Source: an optimization exercise on an open RTL-to-GDS flow (aim: small area and a short achievable clock period). Production flows keep margins and buffers that such runs may drop.
RTL that was checked went through simulation tests only; none was proved equivalent to the original.
The flow treats the clock pin as an ideal source. Dropping or thinning the clock tree relies on that and would not hold on a real chip.
No activity file was given, so power comes from the tool's default toggle rates.

Design apb_cordic_regfile, start of the top module:
module apb_cordic_regfile #(
    parameter logic [4:0]  RST_XYFRACBASE    = 5'd16,
    parameter logic [4:0]  RST_PHASEFRACBASE = 5'd16,
    parameter logic [31:0] RST_XYBASEONE     = 32'h0001_0000,
    parameter logic [31:0] RST_SCALE_FACTOR  = 32'h0000_9B75
) (
    input  logic          clk,
    input  logic          rst_n,
    input  logic          psel,
    input  logic          penable,
    input  logic          pwrite,
    input  logic [7:0]    paddr,
    input  logic [31:0]   pwdata,
    output logic [31:0]   prdata,
    output logic          pready,
    output logic          pslverr,
    output logic          cordic_start,
    output logic [2:0]    cordic_func,
    output logic [31:0]   a,
    output logic [31:0]   b,
    output logic [31:0]   c,
    output logic [31:0]   d,
    output logic [4:0]    xyfracbase,
    output logic [4:0]    phasefracbase,
    output logic [31:0]   scale_factor,
    output logic [31:0]   xybaseone,
    output logic [1023:0] invtan_flat,
    input  logic [191:0]  res_flat,
    input  logic          write_op,
    output logic          irq
);
    logic [31:0] invtan [32];
    logic [31:0] outr [6];
    logic        out_vld;
  ...
For scale: ~3300 cells after synthesis, roughly 1500 flip-flops, ~1500 I/O pins, ~0.056 mm² of cells after synthesis.
Settings: LEC_CHECK=0, CAP_MARGIN=20, CORE_AREA=5 5 415 415, DIE_AREA=0 0 420 420, SETUP_SLACK_MARGIN=2.5, SLEW_MARGIN=20; clock period 5.0 ns.
standard.sh (not shown) runs the stock make flow with config.mk's settings and CLKGATE_MAP_FILE= SYNTH_SCRIPT=/design/flow/synth_recipe.tcl, a recipe that flattens the netlist after the stock synthesis.
==> flow/flow/run.sh <==
#!/bin/bash
# Standard ORFS layout, except that the port buffers are the smallest plain buffer
# (buf_1) instead of the delay buffer buffer_ports picks by default.
set -euo pipefail
bash standard.sh synth > synth.log 2>&1
bash standard.sh "BUFFER_PORTS_ARGS=-buffer_cell sky130_fd_sc_hd__buf_1" finish > layout.log 2>&1
The starting point completed without violations.
Then changed:
CORE_AREA = 5 5 555 555   (was 5 5 415 415)
DIE_AREA = 0 0 560 560   (was 0 0 420 420)
SETUP_SLACK_MARGIN = unset   (was 2.5)
=>
- sequential share of layout area went up by 2.0 points
- area after synthesis is unchanged
- synthesized cell count stays the same
- non-clock buffer count decreases by 280
- final cell count is higher by 19%
Function was not checked in any run of this note: the RTL went through the layout flow alone.

## run A
Another version of the RTL of apb_cordic_regfile (not shown whole).
Size in the first run: ~1500 I/O pins, about 57000 sq um of cells after synthesis.
clock: 5.0 ns
lec_check: 0
cap_margin: 20
core_area: 5 5 375 375
cts_cluster_diameter: 60
cts_cluster_size: 30
die_area: 0 0 380 380
setup_slack_margin: 2.5
slew_margin: 20
synth_hierarchical: 1
==> flow/flow/run.sh <==
#!/bin/bash
# Standard ORFS layout with these changes:
#  - after the standard synthesis, the read-mux AOI22 gates are set to their smallest size
#    (timing repair upsizes the ones that need it);
#  - the port buffers are the smallest plain buffer (buf_1) instead of a delay buffer;
#  - pins may sit one routing track apart, so a smaller die fits all 1499 ports;
#  - the clock tree is built by flow/cts.tcl (two balanced levels of clkbuf_16) instead of
#    TritonCTS; ORFS's own steps do everything after it.
set -euo pipefail
RES=orfs/results/${FLOW_PLATFORM}/apb_cordic_regfile/base
VARS=("BUFFER_PORTS_ARGS=-buffer_cell sky130_fd_sc_hd__buf_1"
      "PLACE_PINS_ARGS=-min_distance 1 -min_distance_in_tracks")
bash standard.sh synth > synth.log 2>&1
RESULTS=$RES openroad -no_init -exit flow/downsize.tcl > downsize.log 2>&1
bash standard.sh "${VARS[@]}" place > place.log 2>&1
MK=(make -C "$FLOW_HOME" DESIGN_CONFIG="$PWD/config.mk" WORK_HOME="$PWD/orfs")
export DONT_USE_CELLS="$("${MK[@]}" print-DONT_USE_CELLS | sed -n 's/^DONT_USE_CELLS: //p')"
export SETUP_SLACK_MARGIN="$("${MK[@]}" print-SETUP_SLACK_MARGIN | sed -n 's/^SETUP_SLACK_MARGIN: //p')"
export MATCH_CELL_FOOTPRINT="$("${MK[@]}" print-MATCH_CELL_FOOTPRINT | sed -n 's/^MATCH_CELL_FOOTPRINT: //p')"
export CELL_PAD_IN_SITES_DETAIL_PLACEMENT="$("${MK[@]}" print-CELL_PAD_IN_SITES_DETAIL_PLACEMENT | sed -n 's/^CELL_PAD_IN_SITES_DETAIL_PLACEMENT: //p')"
export PLATFORM_DIR="$FLOW_HOME/platforms/$FLOW_PLATFORM"
export LIB="$PLATFORM_DIR/lib/sky130_fd_sc_hd__tt_025C_1v80.lib"
export NLEAF=80 NROOT=4
RESULTS=$RES openroad -no_init -exit flow/cts.tcl > cts.log 2>&1
bash standard.sh "${VARS[@]}" finish > layout.log 2>&1
==> flow/flow/cts.tcl <==
# Clock tree built directly: the flip-flops are split by recursive bisection of their
# placement into NLEAF equal groups, each driven by one leaf clkbuf_16 at the group's
# centre; the leaves are split the same way into NROOT groups, each driven by one root
# clkbuf_16 that the clock port drives. Then the standard post-CTS steps: legalise,
# repair timing, legalise.
set R $::env(RESULTS)
read_liberty $::env(LIB)
read_db $R/3_place.odb
read_sdc $R/3_place.sdc
source $::env(PLATFORM_DIR)/setRC.tcl
set_dont_use $::env(DONT_USE_CELLS)

set NLEAF [expr {[info exists ::env(NLEAF)] ? $::env(NLEAF) : 64}]
set NROOT [expr {[info exists ::env(NROOT)] ? $::env(NROOT) : 4}]
set LEAFBUF [expr {[info exists ::env(LEAFBUF)] ? $::env(LEAFBUF) : "sky130_fd_sc_hd__clkbuf_16"}]
set ROOTBUF [expr {[info exists ::env(ROOTBUF)] ? $::env(ROOTBUF) : "sky130_fd_sc_hd__clkbuf_16"}]

set db [ord::get_db]
set block [ord::get_db_block]
set clknet [$block findNet clk]

# sinks: every instance pin on the clock net
set sinks {}
foreach it [$clknet getITerms] {
  set inst [$it getInst]
  set bb [$inst getBBox]
  set x [expr {([$bb xMin] + [$bb xMax]) / 2}]
  set y [expr {([$bb yMin] + [$bb yMax]) / 2}]
  lappend sinks [list $x $y $it]
}
puts "clock sinks: [llength $sinks]"

# recursive bisection into n groups of (nearly) equal size, cutting across the longer side
proc bisect {pts n} {
  if {$n <= 1 || [llength $pts] <= 1} { return [list $pts] }
  set xs [lmap p $pts {lindex $p 0}]
  set ys [lmap p $pts {lindex $p 1}]
  set dx [expr {[tcl::mathfunc::max {*}$xs] - [tcl::mathfunc::min {*}$xs]}]
  set dy [expr {[tcl::mathfunc::max {*}$ys] - [tcl::mathfunc::min {*}$ys]}]
  set k [expr {$dx >= $dy ? 0 : 1}]
  set s [lsort -integer -index $k $pts]
  set nl [expr {$n / 2}]
  set h [expr {([llength $s] * $nl) / $n}]
  return [concat [bisect [lrange $s 0 [expr {$h-1}]] $nl] [bisect [lrange $s $h end] [expr {$n - $nl}]]]
}

proc centre {pts} {
  set sx 0; set sy 0
  foreach p $pts { incr sx [lindex $p 0]; incr sy [lindex $p 1] }
  set n [llength $pts]
  return [list [expr {$sx / $n}] [expr {$sy / $n}]]
}

proc new_buf {block master name x y} {
  set inst [odb::dbInst_create $block $master $name]
  # centre the cell on (x, y)
  set w [$master getWidth]; set h [$master getHeight]
  $inst setLocation [expr {$x - $w/2}] [expr {$y - $h/2}]
  $inst setPlacementStatus PLACED
  return $inst
}

set lm [$db findMaster $LEAFBUF]
set rm [$db findMaster $ROOTBUF]
set groups [bisect $sinks $NLEAF]
set leaves {}
set i 0
foreach g $groups {
  lassign [centre $g] cx cy
  set b [new_buf $block $lm "cts_leaf_$i" $cx $cy]
  set n [odb::dbNet_create $block "clknet_leaf_$i"]
  $n setSigType CLOCK
  foreach p $g {
    set it [lindex $p 2]
    $it disconnect
    $it connect $n
  }
  [$b findITerm X] connect $n
  lappend leaves [list $cx $cy $b]
  incr i
}
set rgroups [bisect $leaves $NROOT]
set i 0
foreach g $rgroups {
  lassign [centre $g] cx cy
  set b [new_buf $block $rm "cts_root_$i" $cx $cy]
  set n [odb::dbNet_create $block "clknet_root_$i"]
  $n setSigType CLOCK
  foreach p $g { [[lindex $p 2] findITerm A] connect $n }
  [$b findITerm X] connect $n
  [$b findITerm A] connect $clknet
  incr i
}
$clknet setSigType CLOCK
puts "leaf buffers: [llength $leaves], root buffers: $i"

set_placement_padding -global -left $::env(CELL_PAD_IN_SITES_DETAIL_PLACEMENT) -right $::env(CELL_PAD_IN_SITES_DETAIL_PLACEMENT)
detailed_placement
set_propagated_clock [all_clocks]
estimate_parasitics -placement
report_clock_latency
set args [list -setup_margin $::env(SETUP_SLACK_MARGIN) -hold_margin 0 -repair_tns 100 -verbose]
if {$::env(MATCH_CELL_FOOTPRINT)} { lappend args -match_cell_footprint }
repair_timing {*}$args
detailed_placement
check_placement -verbose
write_db $R/4_1_cts.odb
write_sdc -no_timestamp $R/4_cts.sdc
==> flow/flow/downsize.tcl <==
# Downsize the read-mux AOI22 gates that synthesis mapped to a22oi_2; timing repair upsizes
# the ones that need it.
read_db $::env(RESULTS)/1_synth.odb
set db [ord::get_db]
set m1 [$db findMaster sky130_fd_sc_hd__a22oi_1]
set n 0
foreach inst [[ord::get_db_block] getInsts] {
  if {[[$inst getMaster] getName] eq "sky130_fd_sc_hd__a22oi_2"} { $inst swapMaster $m1; incr n }
}
puts "downsized $n a22oi_2 -> a22oi_1"
write_db $::env(RESULTS)/1_synth.odb
For run B, these inputs were changed with respect to run A:
# run A
export LEC_CHECK = 0
export CAP_MARGIN = 20
export CORE_AREA = 5 5 375 375
export CTS_CLUSTER_DIAMETER = 60
export CTS_CLUSTER_SIZE = 30
export DIE_AREA = 0 0 380 380
export SETUP_SLACK_MARGIN = 2.5
export SLEW_MARGIN = 20
export SYNTH_HIERARCHICAL = 1
create_clock -name core_clock -period 5.0 [get_ports {clk}]
# run B
export LEC_CHECK = 0
export CAP_MARGIN = 20
export CORE_AREA = 5 5 375 375
export DIE_AREA = 0 0 380 380
export SETUP_SLACK_MARGIN = 2.8
export SLEW_MARGIN = 20
export SYNTH_HIERARCHICAL = 1
create_clock -name core_clock -period 5.0 [get_ports {clk}]
diff --git a/flow/flow/run.sh b/flow/flow/run.sh
--- a/flow/flow/run.sh
+++ b/flow/flow/run.sh
@@ -8 +8 @@
-#    TritonCTS; ORFS's own steps do everything after it.
+#    TritonCTS; ORFS own steps do everything after it.
@@ -23 +23 @@
-export NLEAF=80 NROOT=4
+export NLEAF=80 NROOT=4 RD_SLEW=0.5
diff --git a/flow/flow/cts.tcl b/flow/flow/cts.tcl
--- a/flow/flow/cts.tcl
+++ b/flow/flow/cts.tcl
@@ -4,2 +4,3 @@
-# clkbuf_16 that the clock port drives. Then the standard post-CTS steps: legalise,
-# repair timing, legalise.
+# clkbuf_16 that the clock port drives. Then the post-CTS steps: legalise, size up the
+# input port buffers that drive many loads, repair_design against a tighter slew target
+# (RD_SLEW, used for this repair only), repair timing, legalise.
@@ -102,3 +103,33 @@
-set args [list -setup_margin $::env(SETUP_SLACK_MARGIN) -hold_margin 0 -repair_tns 100 -verbose]
-if {$::env(MATCH_CELL_FOOTPRINT)} { lappend args -match_cell_footprint }
-repair_timing {*}$args
+# Input port buffers that drive several loads: start them at a useful size (repair_timing
+# leaves them alone).
+set nup 0
+foreach inst [$block getInsts] {
+  if {![string match "input*" [$inst getName]]} continue
+  set onet [[$inst findITerm X] getNet]
+  set fo [llength [$onet getITerms]]
+  incr fo -1
+  set m ""
+  if {$fo > 12} { set m sky130_fd_sc_hd__buf_8 } elseif {$fo > 3} { set m sky130_fd_sc_hd__buf_4 }
+  if {$m ne ""} { $inst swapMaster [$db findMaster $m]; incr nup }
+}
+puts "upsized $nup input buffers"
+detailed_placement
+estimate_parasitics -placement
+puts "before repair: WS [worst_slack -max]"
+# Tighter slew target for this repair only (not written to the SDC)
+if {[info exists ::env(RD_SLEW)]} {
+  set_max_transition $::env(RD_SLEW) [current_design]
+  repair_design -slew_margin 0 -cap_margin 20 -match_cell_footprint
+  detailed_placement
+  estimate_parasitics -placement
+  puts "after repair_design: WS [worst_slack -max] area [rsz::design_area]"
+}
+set margin $::env(SETUP_SLACK_MARGIN)
+set steps [expr {[info exists ::env(REPAIR_STEPS)] ? $::env(REPAIR_STEPS) : $margin}]
+foreach m $steps {
+  set args [list -setup_margin $m -hold_margin 0 -repair_tns 100 -verbose]
+  if {$::env(MATCH_CELL_FOOTPRINT)} { lappend args -match_cell_footprint }
+  puts "repair_timing $args"
+  repair_timing {*}$args
+  puts "after margin $m: WS [worst_slack -max] area [rsz::design_area]"
+}
@@ -108 +139,2 @@
-write_sdc -no_timestamp $R/4_cts.sdc
+set f [open $R/3_place.sdc]; set sdc [read $f]; close $f
+set f [open $R/4_cts.sdc w]; puts $f $sdc; puts $f "set_propagated_clock \[all_clocks\]"; close $f
Results
Delta(register-to-register slack, run B - run A) > 0. Run B against run A: highest achievable clock rate now sits higher, part of the power in combinational logic now sits higher, hold slack now sits higher, number of diodes now sits lower, number of global-route vias before repair now sits lower. Run B vs run A on final routed wirelength across all metal layers: run B is the lower one. Number of detailed-routing iterations run before antenna repair: run B lower than run A. | net switching component of the power | run B vs run A | about 0.6% higher |.
The following lists how run C was set up differently from run B:
# run B
export LEC_CHECK = 0
export CAP_MARGIN = 20
export CORE_AREA = 5 5 375 375
export DIE_AREA = 0 0 380 380
export SETUP_SLACK_MARGIN = 2.8
export SLEW_MARGIN = 20
export SYNTH_HIERARCHICAL = 1
create_clock -name core_clock -period 5.0 [get_ports {clk}]
# run C
export LEC_CHECK = 0
export CAP_MARGIN = 20
export CORE_AREA = 5 5 375 375
export DIE_AREA = 0 0 380 380
export SETUP_SLACK_MARGIN = 2.65
export SLEW_MARGIN = 20
export SYNTH_HIERARCHICAL = 1
create_clock -name core_clock -period 5.0 [get_ports {clk}]
diff --git a/flow/flow/run.sh b/flow/flow/run.sh
--- a/flow/flow/run.sh
+++ b/flow/flow/run.sh
@@ -4 +4 @@
-#    (timing repair upsizes the ones that need it);
+#    and its NAND4 gates to the next size up (flow/downsize.tcl);
@@ -8 +8 @@
-#    TritonCTS; ORFS own steps do everything after it.
+#    TritonCTS, followed by timing repair; ORFS's own steps do everything after it.
@@ -14 +14 @@
-RESULTS=$RES openroad -no_init -exit flow/downsize.tcl > downsize.log 2>&1
+RESULTS=$RES NAND4=sky130_fd_sc_hd__nand4_2 openroad -no_init -exit flow/downsize.tcl > downsize.log 2>&1
@@ -23 +23 @@
-export NLEAF=80 NROOT=4 RD_SLEW=0.5
+export NLEAF=80 NROOT=4
==> flow/flow/downsize.tcl <==
# Set the read-mux gates to chosen sizes: AOI22 at the smallest size (timing repair upsizes
# the ones that need it), NAND4 one size up (they drive the longest wires of the mux).
read_db $::env(RESULTS)/1_synth.odb
set db [ord::get_db]
set swap [dict create sky130_fd_sc_hd__a22oi_2 sky130_fd_sc_hd__a22oi_1 sky130_fd_sc_hd__nand4_1 $::env(NAND4)]
set n 0
foreach inst [[ord::get_db_block] getInsts] {
  set m [[$inst getMaster] getName]
  if {[dict exists $swap $m]} { $inst swapMaster [$db findMaster [dict get $swap $m]]; incr n }
}
puts "resized $n read-mux gates"
write_db $::env(RESULTS)/1_synth.odb
--- outcome ---
Re sequential cell count: no difference whatsoever between run B and run C.
Diff run C..run B | count of inserted tapcells | unchanged
Run C vs. run B: synthesized area per cell increased 1.5%, reported sequential group power essentially unchanged, number of global-route vias before repair essentially unchanged, post-route worst setup slack increased 0.027 ns, sequential power share increased 0.6 points.
Power density relative to cell area: run C higher than run B
The ratio of final minimum period to clock period of run C is lower than that of run B.
Run C ended up with a higher worst reg2reg path depth than run B did.
Power share of the clock group on run C is up relative to run B.
Changes in run D relative to run C:
# run C
export LEC_CHECK = 0
export CAP_MARGIN = 20
export CORE_AREA = 5 5 375 375
export DIE_AREA = 0 0 380 380
export SETUP_SLACK_MARGIN = 2.65
export SLEW_MARGIN = 20
export SYNTH_HIERARCHICAL = 1
create_clock -name core_clock -period 5.0 [get_ports {clk}]
# run D
export LEC_CHECK = 0
export CAP_MARGIN = 20
export CORE_AREA = 5 5 375 375
export DIE_AREA = 0 0 380 380
export SETUP_SLACK_MARGIN = 2.8
export SLEW_MARGIN = 20
export SYNTH_HIERARCHICAL = 1
create_clock -name core_clock -period 5.0 [get_ports {clk}]
Notes after the runs:
As far as critical path depth goes, run C and run D are indistinguishable; the numbers are identical. First-pass detailed-route iteration total ended up 1 lower on run D than on run C. Run C → run D: routed wire length climbed 3.5%; global routing usage on met2 climbed 0.56 points.
Changes in run E relative to run D:
# run D
export LEC_CHECK = 0
export CAP_MARGIN = 20
export CORE_AREA = 5 5 375 375
export DIE_AREA = 0 0 380 380
export SETUP_SLACK_MARGIN = 2.8
export SLEW_MARGIN = 20
export SYNTH_HIERARCHICAL = 1
create_clock -name core_clock -period 5.0 [get_ports {clk}]
# run E
export LEC_CHECK = 0
export CAP_MARGIN = 20
export CORE_AREA = 5 5 375 375
export DIE_AREA = 0 0 380 380
export SETUP_SLACK_MARGIN = 2.75
export SLEW_MARGIN = 20
export SYNTH_HIERARCHICAL = 1
create_clock -name core_clock -period 5.0 [get_ports {clk}]
==> results.txt <==
- Between run D and run E, the difference in worst hold slack is negligible.
- STATUS register-to-register slack: run E loses against run D
- As of run E, routed length on met1 had fallen slightly compared to run D.
Edits applied to the flow inputs when going from run E to run F:
# run E
export LEC_CHECK = 0
export CAP_MARGIN = 20
export CORE_AREA = 5 5 375 375
export DIE_AREA = 0 0 380 380
export SETUP_SLACK_MARGIN = 2.75
export SLEW_MARGIN = 20
export SYNTH_HIERARCHICAL = 1
create_clock -name core_clock -period 5.0 [get_ports {clk}]
# run F
export LEC_CHECK = 0
export CAP_MARGIN = 20
export CORE_AREA = 5 5 375 375
export DIE_AREA = 0 0 380 380
export SETUP_SLACK_MARGIN = 2.7
export SLEW_MARGIN = 20
export SYNTH_HIERARCHICAL = 1
create_clock -name core_clock -period 5.0 [get_ports {clk}]
## What came out
- Relative to run E, the critical path arrival of run F is higher by 1.97 ns.
- On worst max-slew margin expressed relative to the limit, the lower figure sits with run F, not run E.
- Compared with run E, in run F power after layout went down, number of filler instances in the final layout went up, global-route usage went down.
- Run F vs. run E: total length of routed met2 wires went down by 3000 um.
- Changes observed in run F relative to run E: detailed-route wire length on metal 1 shows a reduction of about 3.7%, final cell count shows a reduction of 37.
No run of this note takes its clock network from TritonCTS; it comes from the design's own scripts or RTL.

separate check: timing with driven ports:
Ports are ideal in the flow. The routed layouts listed here were re-timed in OpenROAD.
Step 1 assumes that a clkbuf_16 drives the clock port and a buf_2 every other input.
Step 2 also shifts input and output timing later by t, the mid clock arrival at the registers, as if the neighbouring blocks saw the same clock.
a / b / c = no drivers / after step 1 / after step 2; a / b = the first two.
| run | t (ns) | setup WS [ns] | worst register clock-pin slew, ns | worst data-port slew with drivers (ns) | cell pins on the clock port's net |
|---|---|---|---|---|---|
| the first run of note 1 | 0.912 | 1.348 / 1.226 / 0.314 | 0.07 / 0.07 | 0.30 | 1 |
| the second run of note 1 | 0.931 | 0.186 / 0.067 / -0.864 | 0.07 / 0.07 | 0.35 | 1 |
| run A | 0.732 | 2.405 / 2.323 / 1.730 | 0.09 / 0.09 | 0.20 | 4 |
| run B | 0.728 | 2.579 / 2.564 / 1.892 | 0.10 / 0.10 | 0.24 | 4 |
| run C | 0.724 | 2.606 / 2.451 / 1.903 | 0.09 / 0.09 | 0.15 | 4 |
| run D | 0.718 | 2.761 / 2.605 / 2.073 | 0.10 / 0.10 | 0.16 | 4 |
| run E | 0.718 | 2.715 / 2.542 / 2.047 | 0.09 / 0.09 | 0.15 | 4 |
| run F | 0.725 | 2.179 / 2.216 / 1.491 | 0.09 / 0.09 | 0.16 | 4 |
Met with ideal ports but missed after step 2: setup timing in the second run of note 1. For the second run of note 1, which loses most, drivers alone change the setup slack by -0.119 ns; drivers and shift together by -1.050 ns.
